This is an optimization exercise on Yosys and OpenROAD, whose aim is small area, not a production implementation. In this exercise RTL edits were held to simulation tests only and were not proved equivalent to the original. Power is estimated from default activity; no workload was simulated.

==> build 36: inputs <==
Design sdReader, start of the top module:
module sdReader #(
    parameter int clkDiv    = 2,
    parameter int bitCycles = 2,
    parameter int dumpWords = 128
) (
    input  logic clk,
    input  logic rstN,
    output logic sdClk,
    output logic sdMosi,
    input  logic sdMiso,
    output logic sdCs,
    input  logic dump,
    output logic uartTx,
    output logic ready,
    output logic error
);
Settings: LEC_CHECK=0, CAP_MARGIN=20, CORE_MARGIN=2, CORE_UTILIZATION=50, PLACE_DENSITY=0.6, SLEW_MARGIN=20; clock period 10.0 ns.
run.sh (not shown) runs the stock make flow with config.mk's settings and CLKGATE_MAP_FILE= SYNTH_SCRIPT=/design/flow/synth_recipe.tcl, a recipe that flattens the netlist after the stock synthesis.
==> trial 28 (differences from build 36) <==
--- a/flow/design.v
+++ b/flow/design.v
@@ -35,23 +35,24 @@
     localparam logic [7:0] START_TOKEN = 8'hFE;
 endpackage
 `timescale 1ns/1ps
 `timescale 1ns/1ps
 `timescale 1ns/1ps
 module blockBuffer (
-    input  logic       clk,
-    input  logic       sh,       
-    input  logic       shN,
-    input  logic [7:0] din,      
-    output logic [7:0] dout      
+    input  logic        clk,
+    input  logic        ins,
+    input  logic [31:0] din,
+    output logic [31:0] tapA,    
+    output logic [31:0] tapB     
 );
-    logic [511:0] chain [8];
-    for (genvar k = 0; k < 8; k++) begin : gChain
+    logic [127:0] ring [32];
+    for (genvar r = 0; r < 32; r++) begin : gRing
         always_ff @(posedge clk)
-            chain[k] <= ~(({chain[k][510:0], din[k]} | {512{shN}}) & (chain[k] | {512{sh}}));
-        assign dout[k] = chain[k][511];
+            ring[r] <= {ring[r][126:0], ins ? din[r] : ring[r][127]};
+        assign tapA[r] = ring[r][127];
+        assign tapB[r] = ring[r][63];
     end
 endmodule
 `timescale 1ns/1ps
 `timescale 1ns/1ps
 module sdReader #(
     parameter int clkDiv    = 2,
@@ -70,24 +71,29 @@
     output logic error
 );
     sdPkg::seqState_t state;
     sdPkg::phase_t    phase;
     logic       div;         
     logic [7:0] cnt;         
+    logic [31:0] rxs;        
     logic [7:0] rx;          
     logic [8:0] byteCnt;     
-    logic       par;         
-    logic       sh, shN;     
+    logic [6:0] label;       
+    logic [31:0] nextWord;   
+    logic       nextOk;      
+    logic       ins;         
+    logic       cap, load, rxShift, dumpShift;
+    logic [6:0] capWord, capSlot;
     logic       active;      
     logic       timer;
     logic [3:0] bitIdx;      
-    logic [7:0] bufIn, bufOut;
+    logic [31:0] tapA, tapB;
     logic [7:0] cntDec;
     logic       frameBit;
     logic [7:0] rxBits;
-    logic       wrByte, rotByte;
+    logic       wrByte;
     logic       txBit;
     assign ready  = (state == sdPkg::SEQ_READY);
     assign error  = (state == sdPkg::SEQ_ERROR);
     assign cntDec = cnt - 8'd1;
     always_comb begin
         case (state)
@@ -106,13 +112,12 @@
             sdPkg::SEQ_CMD17:  frameBit = sdPkg::CMD17_FRAME[cntDec[5:0]];
             default:           frameBit = sdPkg::CMD0_FRAME[cntDec[5:0]];
         endcase
     end
     assign wrByte  = (phase == sdPkg::PH_RECV) && div && !sdClk &&
                      (state == sdPkg::SEQ_WORD) && (cnt[2:0] == 3'd1);
-    assign rotByte = active && timer && (bitIdx == 4'd8);
     always_ff @(posedge clk or negedge rstN) begin
         if (!rstN) begin
             state  <= sdPkg::SEQ_CMD0;
             phase  <= sdPkg::PH_POWERUP;
             div    <= 1'b0;
             cnt    <= 8'd159;
@@ -224,39 +229,66 @@
                         endcase
                     end
                 end
             endcase
         end
     end
+    assign rxShift   = phase == sdPkg::PH_RECV && div && !sdClk &&
+                       !(state == sdPkg::SEQ_CMD8 && cnt <= 8'd32);
+    assign dumpShift = active && timer && bitIdx != 4'd0 && bitIdx != 4'd9;
+    assign load      = active && !timer && bitIdx == 4'd0 && byteCnt[1:0] == 2'd0;
+    assign rx        = rxs[7:0];
     always_ff @(posedge clk) begin
-        if (phase == sdPkg::PH_RECV && div && !sdClk &&
-            !(state == sdPkg::SEQ_CMD8 && cnt <= 8'd32))
-            rx <= {rx[6:0], sdMiso};
+        if (load)
+            rxs <= nextWord;
+        else if (rxShift || dumpShift)
+            rxs <= {rxs[30:0], sdMiso};
+    end
+    always_ff @(posedge clk or negedge rstN) begin
+        if (!rstN) begin
+            label <= 7'd0;
+            ins   <= 1'b0;
+        end else begin
+            label <= label + 7'd1;
+            if (phase == sdPkg::PH_UPD && state == sdPkg::SEQ_TOKEN)
+                label <= 7'd0;
+            ins <= wrByte && byteCnt[1:0] == 2'd3;
+        end
+    end
+    assign capWord = (state == sdPkg::SEQ_CRC) ? 7'd0 : byteCnt[8:2] + 7'd1;
+    assign capSlot = 7'(capWord * 7'd3);
+    always_ff @(posedge clk or negedge rstN) begin
+        if (!rstN)
+            nextOk <= 1'b0;
+        else if (load)
+            nextOk <= 1'b0;
+        else if (cap)
+            nextOk <= 1'b1;
+    end
+    assign cap = !nextOk && (ready || state == sdPkg::SEQ_CRC) && label[5:0] == capSlot[5:0];
+    always_ff @(posedge clk) begin
+        if (cap)
+            for (int i = 0; i < 32; i++)
+                nextWord[i] <= (label[6] == capSlot[6]) ? tapA[i ^ 7] : tapB[i ^ 7];
     end
     always_comb begin
         if (bitIdx == 4'd0)
             txBit = 1'b0;
         else if (bitIdx == 4'd9)
             txBit = 1'b1;
         else
-            txBit = bufOut[3'(bitIdx - 4'd1)] ^ par;    
+            txBit = rxs[31];    
     end
     always_ff @(posedge clk or negedge rstN) begin
         if (!rstN) begin
             active  <= 1'b0;
             timer   <= 1'b0;
             bitIdx  <= 4'd0;
             byteCnt <= 9'd0;
             uartTx  <= 1'b1;
-            par     <= 1'b0;
-            sh      <= 1'b0;
-            shN     <= 1'b1;
         end else begin
-            par <= ~par;
-            sh  <= wrByte | rotByte;
-            shN <= ~(wrByte | rotByte);
             if (wrByte)
                 byteCnt <= byteCnt + 9'd1;
             if (!active) begin
                 uartTx <= 1'b1;
                 if (dump && ready)
                     active <= 1'b1;    
@@ -273,15 +305,14 @@
                         bitIdx <= bitIdx + 4'd1;
                     end
                 end
             end
         end
     end
-    assign bufIn = ready ? bufOut : (rx ^ {8{par}});
     blockBuffer uBuffer (
-        .clk  (clk),
-        .sh   (sh),
-        .shN  (shN),
-        .din  (bufIn),
-        .dout (bufOut)
+        .clk (clk),
+        .ins  (ins),
+        .din  (rxs),
+        .tapA (tapA),
+        .tapB (tapB)
     );
 endmodule
==> flow/config.mk (replaced) <==
export PLATFORM = sky130hd
export DESIGN_NAME = sdReader
export DESIGN_NICKNAME = sdReader
export VERILOG_FILES = /design/flow/design.v
export SDC_FILE = /design/flow/constraint.sdc
export NUM_CORES = 4
export LEC_CHECK = 0
export CAP_MARGIN = 20
export CORE_MARGIN = 2
export CORE_UTILIZATION = 60
export CTS_BUF_LIST = sky130_fd_sc_hd__clkbuf_8
export CTS_CLUSTER_DIAMETER = 50
export CTS_CLUSTER_SIZE = 22
export PLACE_DENSITY = 0.7
export SLEW_MARGIN = 20
==> build 79 (differences from build 36) <==
--- a/flow/design.v
+++ b/flow/design.v
@@ -35,23 +35,24 @@
     localparam logic [7:0] START_TOKEN = 8'hFE;
 endpackage
 `timescale 1ns/1ps
 `timescale 1ns/1ps
 `timescale 1ns/1ps
 module blockBuffer (
-    input  logic       clk,
-    input  logic       sh,       
-    input  logic       shN,
-    input  logic [7:0] din,      
-    output logic [7:0] dout      
+    input  logic        clk,
+    input  logic        ins,
+    input  logic [15:0] din,
+    output logic [7:0][15:0] tap
 );
-    logic [511:0] chain [8];
-    for (genvar k = 0; k < 8; k++) begin : gChain
+    logic [255:0] ring [16];
+    for (genvar r = 0; r < 16; r++) begin : gRing
         always_ff @(posedge clk)
-            chain[k] <= ~(({chain[k][510:0], din[k]} | {512{shN}}) & (chain[k] | {512{sh}}));
-        assign dout[k] = chain[k][511];
+            ring[r] <= {ring[r][254:0], ins ? din[r] : ring[r][255]};
+        for (genvar k = 0; k < 8; k++) begin : gTap
+            assign tap[k][r] = ring[r][255 - 32 * k];
+        end
     end
 endmodule
 `timescale 1ns/1ps
 `timescale 1ns/1ps
 module sdReader #(
     parameter int clkDiv    = 2,
@@ -70,24 +71,31 @@
     output logic error
 );
     sdPkg::seqState_t state;
     sdPkg::phase_t    phase;
     logic       div;         
     logic [7:0] cnt;         
+    logic [15:0] rxs;        
     logic [7:0] rx;          
     logic [8:0] byteCnt;     
-    logic       par;         
-    logic       sh, shN;     
+    logic [7:0] label;       
+    logic [15:0] nextHalf;   
+    logic       nextOk;      
+    logic [4:0] done;        
+    logic       ins;         
+    logic       cap, load, rxShift, dumpShift;
+    logic [7:0] capHalf, capSlot;
+    logic [2:0] capTap;
     logic       active;      
     logic       timer;
     logic [3:0] bitIdx;      
-    logic [7:0] bufIn, bufOut;
+    logic [7:0][15:0] tap;
     logic [7:0] cntDec;
     logic       frameBit;
     logic [7:0] rxBits;
-    logic       wrByte, rotByte;
+    logic       wrByte;
     logic       txBit;
     assign ready  = (state == sdPkg::SEQ_READY);
     assign error  = (state == sdPkg::SEQ_ERROR);
     assign cntDec = cnt - 8'd1;
     always_comb begin
         case (state)
@@ -106,13 +114,12 @@
             sdPkg::SEQ_CMD17:  frameBit = sdPkg::CMD17_FRAME[cntDec[5:0]];
             default:           frameBit = sdPkg::CMD0_FRAME[cntDec[5:0]];
         endcase
     end
     assign wrByte  = (phase == sdPkg::PH_RECV) && div && !sdClk &&
                      (state == sdPkg::SEQ_WORD) && (cnt[2:0] == 3'd1);
-    assign rotByte = active && timer && (bitIdx == 4'd8);
     always_ff @(posedge clk or negedge rstN) begin
         if (!rstN) begin
             state  <= sdPkg::SEQ_CMD0;
             phase  <= sdPkg::PH_POWERUP;
             div    <= 1'b0;
             cnt    <= 8'd159;
@@ -224,39 +231,76 @@
                         endcase
                     end
                 end
             endcase
         end
     end
+    assign rxShift   = phase == sdPkg::PH_RECV && div && !sdClk &&
+                       !(state == sdPkg::SEQ_CMD8 && cnt <= 8'd32);
+    assign dumpShift = active && timer && bitIdx != 4'd0 && bitIdx != 4'd9;
+    assign load      = active && !timer && bitIdx == 4'd0 && byteCnt[0] == 1'b0;
+    assign rx        = rxs[7:0];
+    always_ff @(posedge clk) begin
+        if (load)
+            rxs <= nextHalf;
+        else if (rxShift || dumpShift)
+            rxs <= {rxs[14:0], sdMiso};
+    end
+    always_ff @(posedge clk or negedge rstN) begin
+        if (!rstN) begin
+            label <= 8'd0;
+            done  <= 5'd0;
+        end else begin
+            label <= label + 8'd1;
+            if (phase == sdPkg::PH_UPD && state == sdPkg::SEQ_TOKEN)
+                label <= 8'd0;
+            done <= {done[3:0], wrByte && byteCnt[0]};
+        end
+    end
+    always_comb begin
+        case ({byteCnt[2] ^ byteCnt[1], byteCnt[1]})
+            2'b01:   ins = done[0];    
+            2'b00:   ins = done[1];    
+            2'b11:   ins = done[3];    
+            default: ins = done[4];    
+        endcase
+    end
+    assign capHalf = (state == sdPkg::SEQ_CRC) ? 8'd0 : byteCnt[8:1] + 8'd1;
+    assign capSlot = 8'd64 + {capHalf[0], 6'd0} + {7'd0, capHalf[0]} +
+                     {capHalf[1], 7'd0} + 8'(capHalf[7:1] * 2'd3) + (capHalf[1] ? 8'd0 : 8'd3);
+    assign capTap  = capSlot[7:5] - label[7:5];
+    always_ff @(posedge clk or negedge rstN) begin
+        if (!rstN)
+            nextOk <= 1'b0;
+        else if (load)
+            nextOk <= 1'b0;
+        else if (cap)
+            nextOk <= 1'b1;
+    end
+    assign cap = !nextOk && (ready || state == sdPkg::SEQ_CRC) && label[4:0] == capSlot[4:0];
     always_ff @(posedge clk) begin
-        if (phase == sdPkg::PH_RECV && div && !sdClk &&
-            !(state == sdPkg::SEQ_CMD8 && cnt <= 8'd32))
-            rx <= {rx[6:0], sdMiso};
+        if (cap)
+            for (int i = 0; i < 16; i++)
+                nextHalf[i] <= tap[capTap][i ^ 7];
     end
     always_comb begin
         if (bitIdx == 4'd0)
             txBit = 1'b0;
         else if (bitIdx == 4'd9)
             txBit = 1'b1;
         else
-            txBit = bufOut[3'(bitIdx - 4'd1)] ^ par;    
+            txBit = rxs[15];    
     end
     always_ff @(posedge clk or negedge rstN) begin
         if (!rstN) begin
             active  <= 1'b0;
             timer   <= 1'b0;
             bitIdx  <= 4'd0;
             byteCnt <= 9'd0;
             uartTx  <= 1'b1;
-            par     <= 1'b0;
-            sh      <= 1'b0;
-            shN     <= 1'b1;
         end else begin
-            par <= ~par;
-            sh  <= wrByte | rotByte;
-            shN <= ~(wrByte | rotByte);
             if (wrByte)
                 byteCnt <= byteCnt + 9'd1;
             if (!active) begin
                 uartTx <= 1'b1;
                 if (dump && ready)
                     active <= 1'b1;    
@@ -273,15 +317,13 @@
                         bitIdx <= bitIdx + 4'd1;
                     end
                 end
             end
         end
     end
-    assign bufIn = ready ? bufOut : (rx ^ {8{par}});
     blockBuffer uBuffer (
-        .clk  (clk),
-        .sh   (sh),
-        .shN  (shN),
-        .din  (bufIn),
-        .dout (bufOut)
+        .clk (clk),
+        .ins  (ins),
+        .din  (rxs),
+        .tap  (tap)
     );
 endmodule
==> flow/flow/run.sh (new file) <==
#!/bin/bash
# Standard layout, but clock tree synthesis without dummy loads.
set -euo pipefail
export CTS_ARGS="-sink_clustering_enable -repair_clock_nets -dont_use_dummy_load -buf_list sky130_fd_sc_hd__clkbuf_8 -sink_clustering_size 20 -sink_clustering_max_diameter 70"
bash standard.sh > flow.log 2>&1
==> flow/standard.sh (new file) <==
#!/bin/bash
# synth_recipe.tcl (not shown) runs the flow's synth.tcl, then flattens the netlist and writes it again
# the make line also repeats each setting of config.mk as NAME=value (left out here)
make -C /OpenROAD-flow-scripts/flow DESIGN_CONFIG=/design/flow/config.mk WORK_HOME=/design/flow/orfs CLKGATE_MAP_FILE= SYNTH_SCRIPT=/design/flow/synth_recipe.tcl "${@:-finish}"
--- a/flow/config.mk
+++ b/flow/config.mk
@@ -5,8 +5,11 @@
 export SDC_FILE = /design/flow/constraint.sdc
 export NUM_CORES = 4
 export LEC_CHECK = 0
 export CAP_MARGIN = 20
 export CORE_MARGIN = 2
 export CORE_UTILIZATION = 50
+export CTS_BUF_LIST = sky130_fd_sc_hd__clkbuf_8
+export CTS_CLUSTER_DIAMETER = 50
+export CTS_CLUSTER_SIZE = 20
 export PLACE_DENSITY = 0.6
 export SLEW_MARGIN = 20
removed: flow/run.sh
==> qor summary <==
Library cells used by synthesis: trial 28 67; build 79 79; build 36 72
Startpoint of the worst register-to-register path: trial 28 byteCnt[2]; build 79 byteCnt[2]; build 36 shN
Sequential cell area fraction in the yosys report: trial 28 95.9%; build 79 95.3%; build 36 72.7%
Proportion of cell area occupied by multi-input gates: trial 28 3.60%; build 79 4.19%; build 36 21.5%
Combinational Power Share: trial 28 1.8%; build 79 3.6%; build 36 1.4%
Worst path arrival time: trial 28 2960 ps; build 79 5960 ps; build 36 3170 ps
Combinational cell power: trial 28 443 uW; build 79 880 uW; build 36 453 uW
Maximum number of pins on one net before global-route repair: trial 28 46; build 79 51; build 36 280
Drt initial violations: trial 28 995; build 79 1637; build 36 3746
Number of antenna violations at the first check in global routing: trial 28 7; build 79 15; build 36 1
Maximum clock skew at final layout: trial 28 46.2 ps; build 79 154 ps; build 36 54.0 ps
Cell Count Post-Placement: trial 28 6632; build 79 7026; build 36 11600
Most used standard cell by instance count after synthesis: trial 28 dfxtp_1; build 79 dfxtp_1; build 36 o22ai_1
Area fraction in and, or, nand and nor cells after synthesis: trial 28 1.09%; build 79 1.17%; build 36 0.741%
Wire length on met1: trial 28 52.1 mm; build 79 55.3 mm; build 36 89.7 mm
Clock-cell share: trial 28 4.02%; build 79 3.35%; build 36 10.4%
Outcome: trial 28 no timing/DRC/antenna violations; build 79 no timing/DRC/antenna violations; build 36 no timing/DRC/antenna violations
Count of mapped cells out of synthesis: trial 28 4729; build 79 4710; build 36 9506
Total via count after detailed routing: trial 28 29600; build 79 29700; build 36 70200
Placement Setup Slack: trial 28 5580 ps; build 79 4770 ps; build 36 5810 ps
Final design instance area without fill: trial 28 94900 um2; build 79 94500 um2; build 36 129000 um2
Upper clock frequency limit: trial 28 202 MHz; build 79 189 MHz; build 36 193 MHz
Int Power: trial 28 19300 uW; build 79 19200 uW; build 36 25700 uW
CP Class: trial 28 reg -> out; build 79 reg -> reg; build 36 reg -> out
Critical Path Stages: trial 28 3; build 79 12; build 36 4

port drivers added, routing unchanged:
The flow's constraints put no driver on any port. The routed layouts listed below were extracted and timed again, unchanged, in two steps.
Step 1, drivers: a clkbuf_16 drives clk and a buf_2 each remaining input, both assumed.
Step 2 moves the port delays by t, midway between the first and last clock arrival at a register: inputs arrive t later, outputs are due t later. That takes back most of the time a late clock gives input paths.
Three values: ideal ports, drivers, drivers and shift; two values: the first two.
run | t, ns | setup WS [ns] | worst setup path after step 2 | latest minus earliest clock arrival (ns) | worst data-port slew with drivers (ns)
build 36 | 1.000 | 4.831 / 4.747 / 5.747 | register to output | 0.066 / 0.066 | 0.03
trial 28 | 1.000 | 5.038 / 4.969 / 5.576 | register to register | 0.065 / 0.065 | 0.06
build 79 | 0.993 | 4.703 / 4.703 / 4.703 | register to register | 0.155 / 0.154 | 0.08
After both steps setup and hold are still met in every run listed.
